This is an optimization exercise on Yosys and OpenROAD, whose aim is a short achievable clock period and few clock cycles, not a production implementation. Only simulation tests tie the RTL to the original design; equivalence was not proved. Power and IR drop assume default switching activity.

===== flow/run.sh =====
#!/bin/bash
# synth_recipe.tcl (not shown) runs the flow's synth.tcl, then flattens the netlist and writes it again
# the make line also repeats each setting of config.mk as NAME=value (left out here)
make -C /OpenROAD-flow-scripts/flow DESIGN_CONFIG=/design/flow/config.mk WORK_HOME=/design/flow/orfs CLKGATE_MAP_FILE= SYNTH_SCRIPT=/design/flow/synth_recipe.tcl finish

===== flow/config.mk =====
export PLATFORM = sky130hd
export DESIGN_NAME = rv_core
export DESIGN_NICKNAME = rv_core
export VERILOG_FILES = /design/flow/design.v
export SDC_FILE = /design/flow/constraint.sdc
export NUM_CORES = 4
export LEC_CHECK = 0
export ABC_CLOCK_PERIOD_IN_PS = 2000
export CAP_MARGIN = 20
export CORE_MARGIN = 2
export CORE_UTILIZATION = 40
export SETUP_SLACK_MARGIN = 5
export SLEW_MARGIN = 20

===== flow/constraint.sdc =====
create_clock -name core_clock -period 7.5 [get_ports {clk_b}]
set_input_delay 1.5000 -clock core_clock [delete_from_list [all_inputs] [get_ports {clk_b}]]
set_output_delay 1.5000 -clock core_clock [all_outputs]
set_load 0.01 [all_outputs]

===== flow/design.v =====
package rv_core_pkg;
    typedef logic [31:0] word_t;
    typedef logic [4:0]  reg_addr_t;
    localparam word_t START_ADDR  = 32'h0000_0000;
    localparam word_t PROGRAM_END = 32'd512;
    localparam logic [6:0] OPC_LUI    = 7'b0110111;
    localparam logic [6:0] OPC_AUIPC  = 7'b0010111;
    localparam logic [6:0] OPC_JAL    = 7'b1101111;
    localparam logic [6:0] OPC_JALR   = 7'b1100111;
    localparam logic [6:0] OPC_BRANCH = 7'b1100011;
    localparam logic [6:0] OPC_LOAD   = 7'b0000011;
    localparam logic [6:0] OPC_STORE  = 7'b0100011;
    localparam logic [6:0] OPC_OP_IMM = 7'b0010011;
    localparam logic [6:0] OPC_OP     = 7'b0110011;
    localparam int R_ADD  = 0;   
    localparam int R_AND  = 1;
    localparam int R_OR   = 2;
    localparam int R_XOR  = 3;
    localparam int R_SLL  = 4;
    localparam int R_SR   = 5;   
    localparam int R_SLT  = 6;
    localparam int R_SLTU = 7;
    localparam int R_LINK = 8;   
    localparam int R_N    = 9;
endpackage
`timescale 1ns/1ns
module decode_stage (
    input  rv_core_pkg::word_t          inst,
    output logic                        uses_rs1,
    output logic                        uses_rs2,
    output logic                        writes_rd,
    output logic                        is_load,
    output logic                        is_store,
    output logic                        is_branch,
    output logic                        jalr0,      
    output logic                        jalr_e,     
    output logic                        pred_taken,
    output rv_core_pkg::word_t          offset,     
    output logic                        a_pc,       
    output logic                        a_zero,     
    output logic                        b_imm,      
    output logic                        b_four,     
    output rv_core_pkg::word_t          imm,        
    output logic                        sub,
    output logic                        sra,
    output logic [rv_core_pkg::R_N-1:0] rsel
);
    logic [6:0] opc;
    logic [2:0] f3;
    logic       is_lui, is_auipc, is_opimm, is_op, is_jal, is_jalr;
    logic [rv_core_pkg::R_N-1:0] arith;
    assign opc = inst[6:0];
    assign f3  = inst[14:12];
    assign is_lui    = (opc == rv_core_pkg::OPC_LUI);
    assign is_auipc  = (opc == rv_core_pkg::OPC_AUIPC);
    assign is_jal    = (opc == rv_core_pkg::OPC_JAL);
    assign is_jalr   = (opc == rv_core_pkg::OPC_JALR);
    assign is_branch = (opc == rv_core_pkg::OPC_BRANCH);
    assign is_load   = (opc == rv_core_pkg::OPC_LOAD);
    assign is_store  = (opc == rv_core_pkg::OPC_STORE);
    assign is_opimm  = (opc == rv_core_pkg::OPC_OP_IMM);
    assign is_op     = (opc == rv_core_pkg::OPC_OP);
    assign jalr0  = is_jalr && (inst[19:15] == 5'd0);
    assign jalr_e = is_jalr && (inst[19:15] != 5'd0);
    assign pred_taken = is_jal | jalr0 | (is_branch & inst[31]);
    always_comb begin
        if (is_jal)      offset = {{12{inst[31]}}, inst[19:12], inst[20], inst[30:21], 1'b0};
        else if (jalr0)  offset = {{20{inst[31]}}, inst[31:21], 1'b0};
        else             offset = {{20{inst[31]}}, inst[7], inst[30:25], inst[11:8], 1'b0};
    end
    assign uses_rs1  = jalr_e | is_branch | is_load | is_store | is_opimm | is_op;
    assign uses_rs2  = is_branch | is_store | is_op;
    assign writes_rd = (is_lui | is_auipc | is_jal | is_jalr | is_load | is_opimm | is_op) &&
                       (inst[11:7] != 5'd0);
    assign a_pc   = is_auipc | is_jal | jalr0;
    assign a_zero = is_lui;
    assign b_imm  = ~(is_op | is_branch);
    assign b_four = is_jal | jalr0;
    always_comb begin
        if (is_lui | is_auipc)   imm = {inst[31:12], 12'b0};
        else if (is_store)       imm = {{20{inst[31]}}, inst[31:25], inst[11:7]};
        else if (is_jal | jalr0) imm = 32'd4;
        else                     imm = {{20{inst[31]}}, inst[31:20]};
    end
    assign sub = is_op && (f3 == 3'b000) && inst[30];
    assign sra = inst[30];
    always_comb begin
        arith = '0;
        case (f3)
            3'b000:  arith[rv_core_pkg::R_ADD]  = 1'b1;
            3'b001:  arith[rv_core_pkg::R_SLL]  = 1'b1;
            3'b010:  arith[rv_core_pkg::R_SLT]  = 1'b1;
            3'b011:  arith[rv_core_pkg::R_SLTU] = 1'b1;
            3'b100:  arith[rv_core_pkg::R_XOR]  = 1'b1;
            3'b101:  arith[rv_core_pkg::R_SR]   = 1'b1;
            3'b110:  arith[rv_core_pkg::R_OR]   = 1'b1;
            default: arith[rv_core_pkg::R_AND]  = 1'b1;
        endcase
        rsel = '0;
        if (is_opimm | is_op) begin
            rsel = arith;
        end else if (is_lui | is_auipc | is_jal | jalr0 | is_load | is_store) begin
            rsel[rv_core_pkg::R_ADD] = 1'b1;
        end else if (jalr_e) begin
            rsel[rv_core_pkg::R_LINK] = 1'b1;
        end
    end
endmodule
`timescale 1ns/1ns
module register_file (
    input  logic                   clk_b,
    input  rv_core_pkg::reg_addr_t rs1_addr,
    input  rv_core_pkg::reg_addr_t rs2_addr,
    input  rv_core_pkg::reg_addr_t wr_addr,
    input  logic                   wr_en,
    input  rv_core_pkg::word_t     wr_data,
    output rv_core_pkg::word_t     rs1_rdata,
    output rv_core_pkg::word_t     rs2_rdata
);
    rv_core_pkg::word_t regs [1:31];
    always_ff @(posedge clk_b) begin
        if (wr_en) begin
            regs[wr_addr] <= wr_data;
        end
    end
    assign rs1_rdata = (rs1_addr == '0) ? '0 : regs[rs1_addr];
    assign rs2_rdata = (rs2_addr == '0) ? '0 : regs[rs2_addr];
endmodule
`timescale 1ns/1ns
module execute_stage (
    input  rv_core_pkg::word_t         a,
    input  rv_core_pkg::word_t         b,
    input  logic                       sub,
    input  logic                       sra,
    input  logic [rv_core_pkg::R_N-1:0] rsel,
    input  rv_core_pkg::word_t         link,
    input  logic [2:0]                 br_f3,
    output rv_core_pkg::word_t         sum,
    output rv_core_pkg::word_t         result,
    output logic                       br_taken
);
    logic eq, lt, ltu;
    rv_core_pkg::word_t sll_out, sr_out;
    assign sum = sub ? (a - b) : (a + b);
    assign eq  = (a == b);
    assign lt  = ($signed(a) < $signed(b));
    assign ltu = (a < b);
    assign sll_out = a << b[4:0];
    assign sr_out  = $signed({sra & a[31], a}) >>> b[4:0];
    always_comb begin
        result = '0;
        if (rsel[rv_core_pkg::R_ADD])  result = result | sum;
        if (rsel[rv_core_pkg::R_AND])  result = result | (a & b);
        if (rsel[rv_core_pkg::R_OR])   result = result | (a | b);
        if (rsel[rv_core_pkg::R_XOR])  result = result | (a ^ b);
        if (rsel[rv_core_pkg::R_SLL])  result = result | sll_out;
        if (rsel[rv_core_pkg::R_SR])   result = result | sr_out;
        if (rsel[rv_core_pkg::R_SLT])  result = result | {31'b0, lt};
        if (rsel[rv_core_pkg::R_SLTU]) result = result | {31'b0, ltu};
        if (rsel[rv_core_pkg::R_LINK]) result = result | link;
    end
    assign br_taken = br_f3[2] ? ((br_f3[1] ? ltu : lt) ^ br_f3[0]) : (eq ^ br_f3[0]);
endmodule
`timescale 1ns/1ns
module rv_core (
    input  logic               clk_b,
    input  logic               reset,
    input  rv_core_pkg::word_t imem_inst,
    input  rv_core_pkg::word_t dmem_rdata,
    output rv_core_pkg::word_t imem_addr,
    output rv_core_pkg::word_t dmem_addr,
    output rv_core_pkg::word_t dmem_wdata,
    output logic               dmem_wen,
    output logic               exit
);
    rv_core_pkg::word_t      pc;
    logic                    exit_r;
    logic                    d_valid, d_btb;
    rv_core_pkg::word_t      d_pc, d_pc4, d_base, d_off, d_imm;
    rv_core_pkg::reg_addr_t  d_rs1, d_rs2, d_rd;
    logic [2:0]              d_f3;
    logic                    d_pred, d_uses_rs1, d_uses_rs2, d_writes_rd, d_load, d_store;
    logic                    d_branch, d_jalr_e, d_a_pc, d_a_zero, d_b_imm, d_sub, d_sra;
    logic [rv_core_pkg::R_N-1:0] d_rsel;
    logic                    e_wrf, e_load, e_store, e_branch, e_jalr, e_pred;
    rv_core_pkg::reg_addr_t  e_rd;
    logic                    e_fa, e_fb, e_fsd;
    rv_core_pkg::word_t      e_a, e_b, e_sd, e_alt;
    logic                    e_sub, e_sra;
    logic [rv_core_pkg::R_N-1:0] e_rsel;
    logic [2:0]              e_f3;
    logic                    m_wrf, m_load, m_wen, m_redirect;
    rv_core_pkg::reg_addr_t  m_rd;
    rv_core_pkg::word_t      m_alu, m_addr, m_wdata, m_target;
    rv_core_pkg::word_t m_result;
    assign dmem_addr  = m_addr;
    assign dmem_wdata = m_wdata;
    assign dmem_wen   = m_wen;
    assign m_result   = m_load ? dmem_rdata : m_alu;
    rv_core_pkg::word_t ea, eb, esd, e_sum, e_result, target_e;
    logic               e_taken, redirect_e;
    assign ea  = e_fa  ? m_alu : e_a;
    assign eb  = e_fb  ? m_alu : e_b;
    assign esd = e_fsd ? m_alu : e_sd;
    execute_stage alu_i (
        .a        (ea),
        .b        (eb),
        .sub      (e_sub),
        .sra      (e_sra),
        .rsel     (e_rsel),
        .link     (e_alt),
        .br_f3    (e_f3),
        .sum      (e_sum),
        .result   (e_result),
        .br_taken (e_taken)
    );
    assign redirect_e = e_jalr | (e_branch & (e_taken != e_pred));
    assign target_e   = e_jalr ? {e_sum[31:1], 1'b0} : e_alt;
    always_ff @(posedge clk_b or posedge reset) begin
        if (reset) begin
            m_wrf      <= 1'b0;
            m_load     <= 1'b0;
            m_wen      <= 1'b0;
            m_redirect <= 1'b0;
        end else begin
            m_wrf      <= e_wrf && !m_redirect;
            m_load     <= e_load && !m_redirect;
            m_wen      <= e_store && !m_redirect;
            m_redirect <= redirect_e && !m_redirect;
        end
    end
    always_ff @(posedge clk_b) begin
        m_rd     <= e_rd;
        m_alu    <= e_result;
        m_target <= target_e;
        if (e_load || e_store) begin
            m_addr <= e_sum;
        end
        if (e_store) begin
            m_wdata <= esd;
        end
    end
    rv_core_pkg::word_t rf_rs1, rf_rs2, rs1v, rs2v, d_target;
    logic               stall, advance_d, redirect_d;
    register_file rf_i (
        .clk_b     (clk_b),
        .rs1_addr  (d_rs1),
        .rs2_addr  (d_rs2),
        .wr_addr   (m_rd),
        .wr_en     (m_wrf),
        .wr_data   (m_result),
        .rs1_rdata (rf_rs1),
        .rs2_rdata (rf_rs2)
    );
    assign rs1v = (m_wrf && m_rd == d_rs1) ? m_result : rf_rs1;
    assign rs2v = (m_wrf && m_rd == d_rs2) ? m_result : rf_rs2;
    assign d_target = d_base + d_off;
    assign stall = d_valid && e_load &&
                   ((d_uses_rs1 && d_rs1 == e_rd) || (d_uses_rs2 && d_rs2 == e_rd));
    assign advance_d  = d_valid && !stall && !m_redirect;
    assign redirect_d = advance_d && (d_pred != d_btb);
    always_ff @(posedge clk_b or posedge reset) begin
        if (reset) begin
            e_wrf    <= 1'b0;
            e_load   <= 1'b0;
            e_store  <= 1'b0;
            e_branch <= 1'b0;
            e_jalr   <= 1'b0;
        end else begin
            e_wrf    <= advance_d && d_writes_rd;
            e_load   <= advance_d && d_load && (d_rd != 5'd0);
            e_store  <= advance_d && d_store;
            e_branch <= advance_d && d_branch;
            e_jalr   <= advance_d && d_jalr_e;
        end
    end
    always_ff @(posedge clk_b) begin
        e_pred <= d_pred;
        e_rd   <= d_rd;
        e_f3   <= d_f3;
        e_sub  <= d_sub;
        e_sra  <= d_sra;
        e_rsel <= d_rsel;
        e_fa   <= e_wrf && (d_rs1 == e_rd) && !(d_a_pc || d_a_zero);
        e_fb   <= e_wrf && (d_rs2 == e_rd) && !d_b_imm;
        e_fsd  <= e_wrf && (d_rs2 == e_rd);
        e_a    <= d_a_pc ? d_pc : (d_a_zero ? 32'd0 : rs1v);
        e_b    <= d_b_imm ? d_imm : rs2v;
        e_sd   <= rs2v;
        e_alt  <= (d_branch && !d_pred) ? d_target : d_pc4;
    end
    logic  f_uses_rs1, f_uses_rs2, f_writes_rd, f_load, f_store, f_branch, f_jalr0, f_jalr_e;
    logic  f_pred, f_a_pc, f_a_zero, f_b_imm, f_sub, f_sra;
    logic [rv_core_pkg::R_N-1:0] f_rsel;
    rv_core_pkg::word_t f_off, f_imm, pc4;
    logic  at_end, at_last;
    decode_stage dec_i (
        .inst       (imem_inst),
        .uses_rs1   (f_uses_rs1),
        .uses_rs2   (f_uses_rs2),
        .writes_rd  (f_writes_rd),
        .is_load    (f_load),
        .is_store   (f_store),
        .is_branch  (f_branch),
        .jalr0      (f_jalr0),
        .jalr_e     (f_jalr_e),
        .pred_taken (f_pred),
        .offset     (f_off),
        .a_pc       (f_a_pc),
        .a_zero     (f_a_zero),
        .b_imm      (f_b_imm),
        .b_four     (),
        .imm        (f_imm),
        .sub        (f_sub),
        .sra        (f_sra),
        .rsel       (f_rsel)
    );
    assign imem_addr = pc;
    assign exit      = exit_r;
    assign pc4       = pc + 32'd4;
    assign at_end    = (pc == rv_core_pkg::PROGRAM_END);
    assign at_last   = (pc == rv_core_pkg::PROGRAM_END - 32'd4);
    always_ff @(posedge clk_b or posedge reset) begin
        if (reset) begin
            pc      <= rv_core_pkg::START_ADDR;
            exit_r  <= 1'b0;
            d_valid <= 1'b0;
        end else begin
            if (m_redirect) begin
                pc <= m_target;
            end else if (redirect_d) begin
                pc <= d_pred ? d_target : d_pc4;
            end else if (!stall && !at_end) begin
                pc <= btb_hit ? {btb_target, 1'b0} : pc4;
            end
            exit_r  <= !m_redirect && !redirect_d &&
                       ((stall || at_end) ? at_end : (at_last && !btb_hit));
            if (m_redirect || redirect_d) begin
                d_valid <= 1'b0;
            end else if (!stall) begin
                d_valid <= !at_end;
            end
        end
    end
    always_ff @(posedge clk_b) begin
        if (!stall) begin
            d_pc       <= pc;
            d_pc4      <= pc4;
            d_base     <= f_jalr0 ? 32'd0 : pc;
            d_off      <= f_off;
            d_imm      <= f_imm;
            d_btb      <= btb_hit && !at_end;
            d_rs1      <= imem_inst[19:15];
            d_rs2      <= imem_inst[24:20];
            d_rd       <= imem_inst[11:7];
            d_f3       <= imem_inst[14:12];
            d_pred     <= f_pred;
            d_uses_rs1 <= f_uses_rs1;
            d_uses_rs2 <= f_uses_rs2;
            d_writes_rd <= f_writes_rd;
            d_load     <= f_load;
            d_store    <= f_store;
            d_branch   <= f_branch;
            d_jalr_e   <= f_jalr_e;
            d_a_pc     <= f_a_pc;
            d_a_zero   <= f_a_zero;
            d_b_imm    <= f_b_imm;
            d_sub      <= f_sub;
            d_sra      <= f_sra;
            d_rsel     <= f_rsel;
        end
    end
    localparam int BTB_N = 4;
    logic [BTB_N-1:0]  btb_valid;
    logic [31:1]       btb_tag [BTB_N];
    logic [31:1]       btb_tgt [BTB_N];
    logic [BTB_N-1:0]  btb_match;
    logic [1:0]        btb_ptr;
    logic              btb_hit;
    logic [31:1]       btb_target;
    logic              btb_fill;
    always_comb begin
        btb_target = '0;
        for (int k = 0; k < BTB_N; k++) begin
            btb_match[k] = btb_valid[k] && (btb_tag[k] == pc[31:1]);
            if (btb_match[k]) btb_target = btb_target | btb_tgt[k];
        end
    end
    assign btb_hit = |btb_match;
    assign btb_fill = d_valid && !stall && d_pred && !d_btb;
    always_ff @(posedge clk_b or posedge reset) begin
        if (reset) begin
            btb_valid <= '0;
            btb_ptr   <= '0;
        end else if (btb_fill) begin
            btb_valid[btb_ptr] <= 1'b1;
            btb_ptr            <= btb_ptr + 2'd1;
        end
    end
    always_ff @(posedge clk_b) begin
        if (btb_fill) begin
            btb_tag[btb_ptr] <= d_pc[31:1];
            btb_tgt[btb_ptr] <= d_target[31:1];
        end
    end
endmodule

==> impl_metrics.tcl <==
set metrics [dict create \
    fp.coreArea_sq_um 213000 \
    synth-main-ff-cell "edfxtp_1" \
    hold_start "d_f3[0]" \
    fin_setup_tns_ns 0 \
    die_h_um 467 \
    drv_slew 0 \
    cts_sinks 1769 \
    gp_congestion 0.956 \
    drt_iter0_drc 9071 \
    io_pins 164 \
    final_nets 6826 \
    finish.utilization_pct 53.4 \
    drive_gt1_share_pct 42.4 \
    finalHoldViolations 0 \
    min_period_ns 3.96 \
    cp-end-kind "flop" \
    route.final.wire_length_mm 354 \
    critPathLaunchType "flop" \
    ys_warn_count 4 \
    antenna_left 0 \
    outcome "complete, no violations" \
    grt_first_pass_wirelength_mm 470 \
    via_per_inst 6.47 \
    arrival_ns 4.58 \
    cts.clk_slew.worst_paths_ns 0.06 \
    antenna_found_initial 11 \
    place_hpwl_mm 201 \
    min_path_type "flop to flop" \
    grt_use_total_pct 31.0 \
    p_per_area_nw_per_um2 261 \
    root_buffer "clkbuf_16" \
    fp.dieW_um 467 \
    clk_latency_ns 0.86 \
    vias 62154 \
    synth_seq_cells 1769 \
    syn_inst 5708 \
    gr-total-overflow 0 \
    drc 0 \
    syn2layout_area_growth_pct 32.3 \
    htree_levels 4 \
    fin_skew_ns 0.0504 \
    rsz0062_at_grt "yes" \
    setup-violations-final 0 \
    start_util_pct 40.3 \
    routedWlPerCell_um 36.9 \
    slew_headroom_pct 17.6 \
    die-area_sq_um 218000 \
    place_worst_setup_slack_ns 2.64 \
    crit_fanout 9 \
    async_flop_share_pct 2.77 \
    path_class "flop to flop" \
    synth.distinct_cells 101 \
    layout_setup_ws_ns 3.54 \
    clk_path_buf_depth 3 \
    final_area_sq_um 113000 \
    power.leakage_nw 40.4 \
    maxCapViolCount 0 \
    ys_seq_area_share_pct 59.0 \
    synth_edf_count 1490 \
    period_share_pct 52.8 \
    synth_area_sq_um 85700 \
    r2r_start "e_fa" \
    placement.io_buffers 163 \
    numCtsBuffers 186 \
    grt_pass1_vias 59369 \
    grt_max_degree 76 \
    rows 169 \
    required_ns 8.12 \
    placed_cell_area_sq_um 91300 \
    fillers 16668 \
    tightest_slew_ns 1.23 \
    timing.fmax_mhz 252 \
    avgSynthCellArea_sq_um 15.0 \
    cts_tree "done" \
    synth.net_count 5912 \
    first_pass_iters 6 \
    cts-hold-fix-buffers 0 \
    crit_start "e_fa" \
    peakVddDrop_mv 0.218 \
]
worst max-delay path, stage by stage (launching register included):
cell	delay, ns
dfxtp_4	0.38
buf_12	0.15
mux2i_4	0.41
buf_4	0.20
ha_4	0.25
o21a_1	0.21
a221o_1	0.35
a31o_1	0.23
a2111o_1	0.55
a41oi_4	0.29
nor3_2	0.08
o211ai_1	0.33
nand2b_4	0.20
nand2_2	0.05
logic make-up after synthesis:
family                   count (synthesis)  synth area share (%)
AND/OR/NAND/NOR                        942                  5.19
buffers and inverters                  573                  2.86
flip-flops                            1769                  59.0
XOR/XNOR                               223                  2.28
adder cells (fa/ha/maj)                138                  2.04
AO/OA/AOI/OAI                         1019                  8.03
multiplexers                          1044                  20.6
through the flow:
stage,hold slack [ns],power [mW],cells
final,0.340,29.6,9606
after global routing,0.341,30.2,9601
after CTS,0.340,28.5,9315
after detailed placement,0.327,17.4,8428
after global placement,0.326,17.4,8428
after floorplan,0.323,15.0,5708
worst paths after layout:
| kind | end | slack (ns) | cells past startpoint |
|---|---|---|---|
| hold / removal | e_f3[0] | 0.34 | 0 |
| setup reg to reg | m_addr[30] | 3.54 | 13 |
| min in group asynchronous | m_wen | 1.27 | 3 |
| setup / recovery | m_addr[30] | 3.54 | 13 |
| hold reg to reg | e_f3[0] | 0.34 | 0 |
| max in group asynchronous | pc[31] | 5.42 | 3 |
report_power, final:
part | internal [mW] | switching (mW)
clock network | 5.40 | 4.06
registers | 11.5 | 0.860
logic | 3.43 | 4.34
total | 20.4 | 9.26
state kept, by name (all words and copies together), names as in the netlist, 30 cells and up, named ones only:
signal and flops:
m_wdata 32, m_alu 32, rf_i.regs 992, pc 32, e_b 32, btb_tag 124, e_sd 32, m_addr 32
m_target 32, e_a 32, d_pc4 30, d_base 32, d_imm 32, e_alt 32, d_pc 32, btb_tgt 124
final cells by class:
| cell class | instances | area (sq um) | share of cell area (%) |
|---|---|---|---|
| clock buffers | 238 | 4930 | 4.35 |
| multi-input cells | 3374 | 38500 | 34.0 |
| repair buffers | 1093 | 13500 | 11.9 |
| clock inverters | 107 | 1220 | 1.07 |
| well taps | 2821 | 3530 | 3.11 |
| diodes | 6 | 15.0 | 0.0132 |
| inverters | 168 | 774 | 0.683 |
| flip-flops and latches | 1769 | 50700 | 44.7 |
| repair inverters | 30 | 223 | 0.196 |
cells in the mapped netlist, drive strengths merged (53+ instances only):
library cell | number | area (sq um)
mux2 | 167 | 1880
a211oi | 103 | 773
nor2 | 296 | 1110
a21oi | 214 | 1070
dfxtp | 230 | 4600
o21ai | 196 | 981
mux4 | 558 | 12600
a21o | 53 | 400
edfxtp | 1490 | 44700
buf | 172 | 833
clkbuf | 232 | 982
ha | 135 | 1690
xnor2 | 101 | 885
nand2 | 280 | 1050
xor2 | 122 | 1070
a22oi | 63 | 473
mux2i | 319 | 3210
nor4 | 53 | 363
inv | 166 | 623
routing by layer:
layer	vias to the layer above	GRT usage [%]	wire length, um	share of wire (%)
met4	14	20.9	29300	8.3
met1	31889	39.5	128000	36
met2	4539	46.8	156000	44
met3	1104	7.65	40600	11
li1	24608	-	-	-
met5	-	0	113	0.032
repair_timing:
item / 4_1_cts / 5_1_grt
pin swaps: 221 / 244
setup buffers: 444 / 239
setup endpoints to repair: 2197 / 1650
resized for setup: 1579 / 527
cloned: 98 / 46
cells in the final DEF, fill, tap and decap left out, drive strengths merged, types with 21 or more instances in the layout:
master | synthesis | layout
xor2 | 122 | 122
clkinv | 2 | 70
clkdlybuf4s50 | 0 | 52
a22oi | 63 | 63
nand4 | 39 | 39
dfrtp | 49 | 49
nor2 | 296 | 297
inv | 166 | 147
nor4 | 53 | 53
a31oi | 41 | 41
nor3 | 44 | 44
mux4 | 558 | 558
a21o | 53 | 53
edfxtp | 1490 | 1490
a22o | 47 | 47
o22ai | 51 | 51
ha | 135 | 135
a211oi | 103 | 103
clkbuf | 232 | 266
buf | 172 | 992
a21oi | 214 | 214
bufinv | 0 | 21
clkinvlp | 0 | 67
mux2 | 167 | 167
nor2b | 51 | 51
mux2i | 319 | 319
xnor2 | 101 | 101
a221oi | 31 | 31
and2 | 36 | 42
nand3 | 48 | 48
o211ai | 36 | 36
o21ai | 196 | 196
dfxtp | 230 | 230
nand2 | 280 | 280
Testbench counts, summed over its fixed seeds: cycles 39,618.

-- separate check: timing with driven ports --
In the flow no input, the clock included, has a driving cell. The finished layout below was timed again as built, in two steps. Step 1, drivers: a clkbuf_16 drives clk_b and a buf_2 each remaining input, both assumed. Step 2 also shifts input and output timing later by t, the mid clock arrival at the registers, as if the neighbouring blocks saw the same clock. Slacks: no drivers / after step 1 / after step 2; pairs: no drivers / after step 1.
shift t [ns]: 0.944
slack for setup (ns): 3.538 / 3.538 / 3.538
worst setup path after step 2: register to register
clock arrival spread, ns: 0.062 / 0.062
pins driven straight from the clock port: 1
After both steps this run still meets setup and hold. The setup slack of this run moves by 0.000 ns with the drivers and by 0.000 ns with both steps.
